From an optimization exercise on the open Yosys and OpenROAD flow, aimed at small area; shortcuts taken in it are not production practice. Power and IR drop assume default switching activity.

the previous run:
==> flow/design.v <==
package cpuPkg;
    localparam int XLEN = 32;
    localparam logic [6:0] OP_R      = 7'b0110011;
    localparam logic [6:0] OP_IMM    = 7'b0010011;
    localparam logic [6:0] OP_LOAD   = 7'b0000011;
    localparam logic [6:0] OP_STORE  = 7'b0100011;
    localparam logic [6:0] OP_JAL    = 7'b1101111;
    localparam logic [6:0] OP_JALR   = 7'b1100111;
    localparam logic [6:0] OP_BRANCH = 7'b1100011;
endpackage
`timescale 1ns/10ps
module regFile (
    input  logic       clk,
    input  logic [4:0] rs1,
    input  logic [4:0] rs2,
    input  logic [4:0] rd,
    input  logic       we,
    input  logic       wbit,
    output logic       abit,
    output logic       bbit
);
    logic [31:0] head;
    assign head[0] = 1'b0;
    for (genvar r = 1; r < 32; r++) begin : ring
        logic [31:0] q;
        always_ff @(posedge clk) begin
            q <= {(we && rd == 5'(r)) ? wbit : q[0], q[31:1]};
        end
        assign head[r] = q[0];
    end
    assign abit = head[rs1];
    assign bbit = head[rs2];
endmodule
`timescale 1ns/10ps
import cpuPkg::*;
module cpuTop (
    input  logic        clk,
    input  logic        rst,
    output logic        memReq,
    output logic        memWe,
    output logic [31:0] memAddr,
    output logic [31:0] memWdata,
    input  logic        memAck,
    input  logic [31:0] memRdata,
    output logic        halted
);
    typedef enum logic [2:0] {
        S_INIT, S_FETCH, S_ALIGN1, S_PASS1, S_DATA, S_ALIGN2, S_PASS2, S_HALT
    } stateT;
    stateT       state;
    logic [4:0]  cnt;
    logic        reqQ;
    logic [31:0] addrQ;
    logic [31:0] wdataNQ;    
    logic [4:0]  rdQ;
    logic [1:0]  kindQ;
    logic        storeData;
    logic        carryQ;
    logic        incQ;
    logic        ltQ;
    logic        neqQ;
    logic        first;
    logic        last;
    logic        inInit;
    logic        inPass1;
    logic        inPass2;
    assign first = (cnt == 5'd0);
    assign last = (cnt == 5'd31);
    assign inInit = (state == S_INIT);
    assign inPass1 = (state == S_PASS1);
    assign inPass2 = (state == S_PASS2);
    logic [6:0] op;
    logic [2:0] f3;
    logic isOp, isOpImm, isLoad, isStore, isJal, isJalr, isBranch, isLegal, isSlt;
    assign op = memRdata[6:0];
    assign f3 = memRdata[14:12];
    assign isOp = (op == OP_R);
    assign isOpImm = (op == OP_IMM);
    assign isLoad = (op == OP_LOAD);
    assign isStore = (op == OP_STORE);
    assign isJal = (op == OP_JAL);
    assign isJalr = (op == OP_JALR);
    assign isBranch = (op == OP_BRANCH);
    assign isLegal = isOp | isOpImm | isLoad | isStore | isJal | isJalr | isBranch;
    assign isSlt = (isOp | isOpImm) && f3 == 3'b010;
    logic ldBit;
    logic hiBit;
    logic loBit;
    logic serBit;
    logic [15:0] hiField;
    logic [7:0]  loField;
    assign hiField = {{4{memRdata[31]}}, memRdata[31:20]};
    assign loField = memRdata[14:7];
    assign ldBit = memRdata[cnt];
    assign hiBit = hiField[cnt[3:0]];
    assign loBit = loField[cnt[2:0]];
    always_comb begin
        if (inPass2) begin
            serBit = ldBit;
        end else if (cnt == 5'd0) begin
            serBit = (isBranch || isJal) ? 1'b0 : (isStore ? memRdata[7] : memRdata[20]);
        end else if (cnt <= 5'd4) begin
            serBit = (isStore || isBranch) ? loBit : hiBit;
        end else if (cnt <= 5'd10) begin
            serBit = hiBit;
        end else if (cnt == 5'd11) begin
            serBit = isBranch ? memRdata[7] : (isJal ? memRdata[20] : memRdata[31]);
        end else if (cnt <= 5'd19) begin
            serBit = isJal ? ldBit : memRdata[31];
        end else begin
            serBit = memRdata[31];
        end
    end
    logic aBit;
    logic bBit;
    logic pcBit;
    logic wbit;
    logic we;
    logic [4:0] rs2Sel;
    assign rs2Sel = inPass2 ? rdQ : memRdata[24:20];
    regFile regs (
        .clk(clk), .rs1(memRdata[19:15]), .rs2(rs2Sel), .rd(rdQ),
        .we(we), .wbit(wbit), .abit(aBit), .bbit(bBit)
    );
    assign pcBit = addrQ[0];
    logic x;
    logic y;
    logic yy;
    logic sub;
    logic cin;
    logic sum;
    logic aluRes;
    assign x = (isJal || isBranch) ? pcBit : aBit;
    assign y = isOp ? bBit : serBit;
    assign sub = isOp && f3 == 3'b000 && memRdata[30];
    assign yy = y ^ sub;
    assign cin = first ? sub : carryQ;
    assign sum = x ^ yy ^ cin;
    always_comb begin
        case (f3)
            3'b100:  aluRes = x ^ y;
            3'b110:  aluRes = x | y;
            3'b111:  aluRes = x & y;
            default: aluRes = sum;
        endcase
    end
    logic cy;
    logic diff;
    logic ltIn;
    logic ltFinal;
    logic neqFinal;
    logic taken;
    assign cy = isBranch ? bBit : y;
    assign diff = aBit ^ cy;
    assign ltIn = first ? 1'b0 : ltQ;
    assign ltFinal = diff ? aBit : ltIn;
    assign neqFinal = (first ? 1'b0 : neqQ) | diff;
    always_comb begin
        case (f3)
            3'b000:  taken = !neqFinal;
            3'b001:  taken = neqFinal;
            3'b100:  taken = ltFinal;
            3'b101:  taken = !ltFinal;
            default: taken = 1'b0;
        endcase
        taken = taken && isBranch;
    end
    logic incBit;
    assign incBit = pcBit ^ incQ;
    always_ff @(posedge clk) begin
        carryQ <= (x & yy) | (x & cin) | (yy & cin);
        incQ <= (cnt == 5'd1) | (pcBit & incQ & !last);
        ltQ <= diff ? (last ? aBit : cy) : ltIn;
        neqQ <= neqFinal;
    end
    assign storeData = isStore && memRdata[24:20] != 5'd0;
    always_comb begin
        if (inPass1) begin
            we = ((isOp || isOpImm) && !isSlt) || isJal || isJalr || isStore;
            wbit = (isJal || isJalr || isStore) ? incBit : aluRes;
        end else begin
            we = inPass2 && kindQ != 2'b10;
            case (kindQ)
                2'b00:   wbit = serBit;
                2'b01:   wbit = !wdataNQ[0];
                default: wbit = first & ltQ;
            endcase
        end
    end
    logic addrIn;
    always_comb begin
        if (inPass1) begin
            if (isLoad || isStore || isJal || isJalr) addrIn = sum && !(first && isJalr);
            else addrIn = incBit;
        end else if (inPass2) begin
            case (kindQ)
                2'b01:   addrIn = bBit;
                2'b11:   addrIn = addrQ[0];
                default: addrIn = !wdataNQ[0];
            endcase
        end else begin
            addrIn = 1'b0;
        end
    end
    always_ff @(posedge clk) begin
        if (inInit || inPass1 || inPass2) addrQ <= {addrIn, addrQ[31:1]};
        if (inPass1 || inPass2) begin
            wdataNQ <= {!(storeData ? bBit : (isBranch ? sum : incBit)), wdataNQ[31:1]};
        end
    end
    always_ff @(posedge clk) begin
        if (rst) begin
            state <= S_INIT;
            cnt <= 5'd0;
            reqQ <= 1'b0;
        end else begin
            cnt <= cnt + 5'd1;
            case (state)
                S_INIT: if (last) state <= S_FETCH;
                S_FETCH, S_DATA: begin
                    if (!reqQ) begin
                        if (!memAck) reqQ <= 1'b1;
                    end else if (memAck) begin
                        if (state == S_FETCH && !isLegal) begin
                            reqQ <= 1'b0;
                            state <= S_HALT;
                        end else if (state == S_FETCH) begin
                            state <= last ? S_PASS1 : S_ALIGN1;
                        end else begin
                            state <= last ? S_PASS2 : S_ALIGN2;
                        end
                    end
                end
                S_ALIGN1: if (last) state <= S_PASS1;
                S_ALIGN2: if (last) state <= S_PASS2;
                S_PASS1: if (last) begin
                    reqQ <= 1'b0;
                    if (isLoad || isStore) state <= S_DATA;
                    else if (isSlt || taken) state <= S_PASS2;
                    else state <= S_FETCH;
                end
                S_PASS2: if (last) begin
                    reqQ <= 1'b0;
                    state <= S_FETCH;
                end
                default: state <= S_HALT;
            endcase
        end
    end
    always_ff @(posedge clk) begin
        if (state == S_FETCH && reqQ && memAck) rdQ <= isStore ? memRdata[24:20] : memRdata[11:7];
        if (inPass1) begin
            kindQ <= {!isLoad && !storeData, !isLoad && !(isStore && !storeData) && !isBranch};
        end
    end
    assign memReq = reqQ;
    assign memWe = (kindQ == 2'b01 || kindQ == 2'b10) && state == S_DATA;
    assign memAddr = addrQ;
    assign memWdata = ~(wdataNQ | {32{kindQ == 2'b10}});
    assign halted = (state == S_HALT);
endmodule
==> flow/config.mk <==
export PLATFORM = sky130hd
export DESIGN_NAME = cpuTop
export DESIGN_NICKNAME = cpuTop
export VERILOG_FILES = /design/flow/design.v
export SDC_FILE = /design/flow/constraint.sdc
export NUM_CORES = 4
export LEC_CHECK = 0
export ABC_AREA = 1
export CAP_MARGIN = 20
export CORE_MARGIN = 2
export CORE_UTILIZATION = 60
export PLACE_DENSITY = 0.75
export SLEW_MARGIN = 20
==> flow/constraint.sdc <==
create_clock -name core_clock -period 8.0 [get_ports {clk}]
set_input_delay 1.6000 -clock core_clock [delete_from_list [all_inputs] [get_ports {clk}]]
set_output_delay 1.6000 -clock core_clock [all_outputs]
set_load 0.01 [all_outputs]
standard.sh (not shown) runs the stock make flow with config.mk's settings and CLKGATE_MAP_FILE= SYNTH_SCRIPT=/design/flow/synth_recipe.tcl, a recipe that flattens the netlist after the stock synthesis.
==> flow/flow/run.sh <==
#!/bin/bash
# The standard layout (standard.sh), with two changes:
#  - ports are buffered with buf_1 instead of the default buffer cell;
#  - clock tree synthesis without dummy loads.
# Each tool's output goes to standard.log in this folder; ORFS's own per-step
# logs stay under orfs/logs/.
set -o pipefail
export BUFFER_PORTS_ARGS="-buffer_cell sky130_fd_sc_hd__buf_1"
export CTS_ARGS="-sink_clustering_enable -repair_clock_nets -dont_use_dummy_load -buf_list sky130_fd_sc_hd__clkbuf_4 -sink_clustering_size 13 -sink_clustering_max_diameter 40"
bash standard.sh > standard.log 2>&1
The previous run: flow completed, timing, DRC and antenna clean
### the previous run -> the current run
-- flow/design.v --
<<< the previous run, line 52
    logic        reqQ;
    logic [31:0] addrQ;
    logic [31:0] wdataNQ;    
    logic [4:0]  rdQ;
    logic [1:0]  kindQ;
    logic        storeData;
    logic        carryQ;
    logic        incQ;
>>> the current run, line 52
    logic        reqQ;
    logic [31:0] addrQ;
    logic [31:0] wdataQ;
    logic [31:0] pcRing;
    logic [4:0]  rdQ;
    logic [1:0]  kindQ;
    logic        wr2;
    logic        ld2;
    logic        copy2;
    logic        carryQ;
    logic        incQ;
<<< the previous run, line 117
    logic wbit;
    logic we;
    logic [4:0] rs2Sel;
    assign rs2Sel = inPass2 ? rdQ : memRdata[24:20];
    regFile regs (
        .clk(clk), .rs1(memRdata[19:15]), .rs2(rs2Sel), .rd(rdQ),
        .we(we), .wbit(wbit), .abit(aBit), .bbit(bBit)
    );
>>> the current run, line 120
    logic wbit;
    logic we;
    regFile regs (
        .clk(clk), .rs1(memRdata[19:15]), .rs2(memRdata[24:20]), .rd(rdQ),
        .we(we), .wbit(wbit), .abit(aBit), .bbit(bBit)
    );
<<< the previous run, line 174
        neqQ <= neqFinal;
    end
    assign storeData = isStore && memRdata[24:20] != 5'd0;
    always_comb begin
        if (inPass1) begin
            we = ((isOp || isOpImm) && !isSlt) || isJal || isJalr || isStore;
            wbit = (isJal || isJalr || isStore) ? incBit : aluRes;
        end else begin
            we = inPass2 && kindQ != 2'b10;
            case (kindQ)
                2'b00:   wbit = serBit;
                2'b01:   wbit = !wdataNQ[0];
                default: wbit = first & ltQ;
            endcase
        end
    end
>>> the current run, line 175
        neqQ <= neqFinal;
    end
    assign wr2 = !kindQ[0];
    assign ld2 = kindQ == 2'b00;
    assign copy2 = kindQ != 2'b10;
    always_comb begin
        if (inPass1) begin
            we = ((isOp || isOpImm) && !isSlt) || isJal || isJalr;
            wbit = (isJal || isJalr) ? incBit : aluRes;
        end else begin
            we = inPass2 && wr2;
            wbit = ld2 ? serBit : (first & ltQ);
        end
    end
<<< the previous run, line 194
            else addrIn = incBit;
        end else if (inPass2) begin
            case (kindQ)
                2'b01:   addrIn = bBit;
                2'b11:   addrIn = addrQ[0];
                default: addrIn = !wdataNQ[0];
            endcase
        end else begin
            addrIn = 1'b0;
>>> the current run, line 193
            else addrIn = incBit;
        end else if (inPass2) begin
            addrIn = copy2 ? pcRing[0] : addrQ[0];
        end else begin
            addrIn = 1'b0;
<<< the previous run, line 205
    always_ff @(posedge clk) begin
        if (inInit || inPass1 || inPass2) addrQ <= {addrIn, addrQ[31:1]};
        if (inPass1 || inPass2) begin
            wdataNQ <= {!(storeData ? bBit : (isBranch ? sum : incBit)), wdataNQ[31:1]};
        end
    end
    always_ff @(posedge clk) begin
>>> the current run, line 200
    always_ff @(posedge clk) begin
        if (inInit || inPass1 || inPass2) addrQ <= {addrIn, addrQ[31:1]};
        if (inPass1) wdataQ <= {bBit, wdataQ[31:1]};
        pcRing <= {inPass1 ? (isBranch ? sum : incBit) : pcRing[0], pcRing[31:1]};
    end
    always_ff @(posedge clk) begin
<<< the previous run, line 249
    end
    always_ff @(posedge clk) begin
        if (state == S_FETCH && reqQ && memAck) rdQ <= isStore ? memRdata[24:20] : memRdata[11:7];
        if (inPass1) begin
            kindQ <= {!isLoad && !storeData, !isLoad && !(isStore && !storeData) && !isBranch};
        end
    end
    assign memReq = reqQ;
    assign memWe = (kindQ == 2'b01 || kindQ == 2'b10) && state == S_DATA;
    assign memAddr = addrQ;
    assign memWdata = ~(wdataNQ | {32{kindQ == 2'b10}});
    assign halted = (state == S_HALT);
endmodule
>>> the current run, line 243
    end
    always_ff @(posedge clk) begin
        if (state == S_FETCH && reqQ && memAck) rdQ <= memRdata[11:7];
        if (inPass1) kindQ <= {!isLoad && !isStore, !isLoad && !isSlt};
    end
    assign memReq = reqQ;
    assign memWe = kindQ == 2'b01 && state == S_DATA;
    assign memAddr = addrQ;
    assign memWdata = wdataQ;
    assign halted = (state == S_HALT);
endmodule
Notes after the runs:
- Total core area: the current run vs the previous run up 190 µm²
- All of the current run and the previous run finish clean.
- The previous run and the current run ended up with roughly the same final-layout clock-cell area share.
- Sum of routed wire segments on met1 for the current run is lower than for the previous run.
- Going from the previous run to the current run, relative contribution of combinational cells to total power fell 1.5 points; final design instance area without fill higher; total met2 wirelength after detailed routing increased 1.8%.
Function was not checked in any run of this note: the RTL went through the layout flow alone.

separate check: timing with driven ports:
The results above use ideal ports. As a check the final layouts listed here were re-extracted and re-timed, cells and wires unchanged. Step 1 sets driving cells, clkbuf_16 on the clock port and buf_2 on the other inputs (assumed; they add their load-dependent delay and slew). Step 2 times the ports against the registers' clock, not the clock port: input delays grow and output delays shrink by t, the midpoint of the rising clock arrivals with the driver on. a / b / c = ideal ports / drivers / drivers and shift; a / b = the first two.
run | t, ns | setup slack, ns | worst setup path at the end | worst slew at a driven data input, ns | pins driven straight from the clock port
the previous run | 0.850 | 3.395 / 3.351 / 2.502 | input to register | 0.12 | 1
the current run | 0.856 | 3.433 / 3.417 / 2.561 | input to register | 0.09 | 1
After both steps every run listed still meets setup and hold. The setup slack of the previous run, which loses most, moves by -0.044 ns with the drivers and by -0.893 ns with both steps.
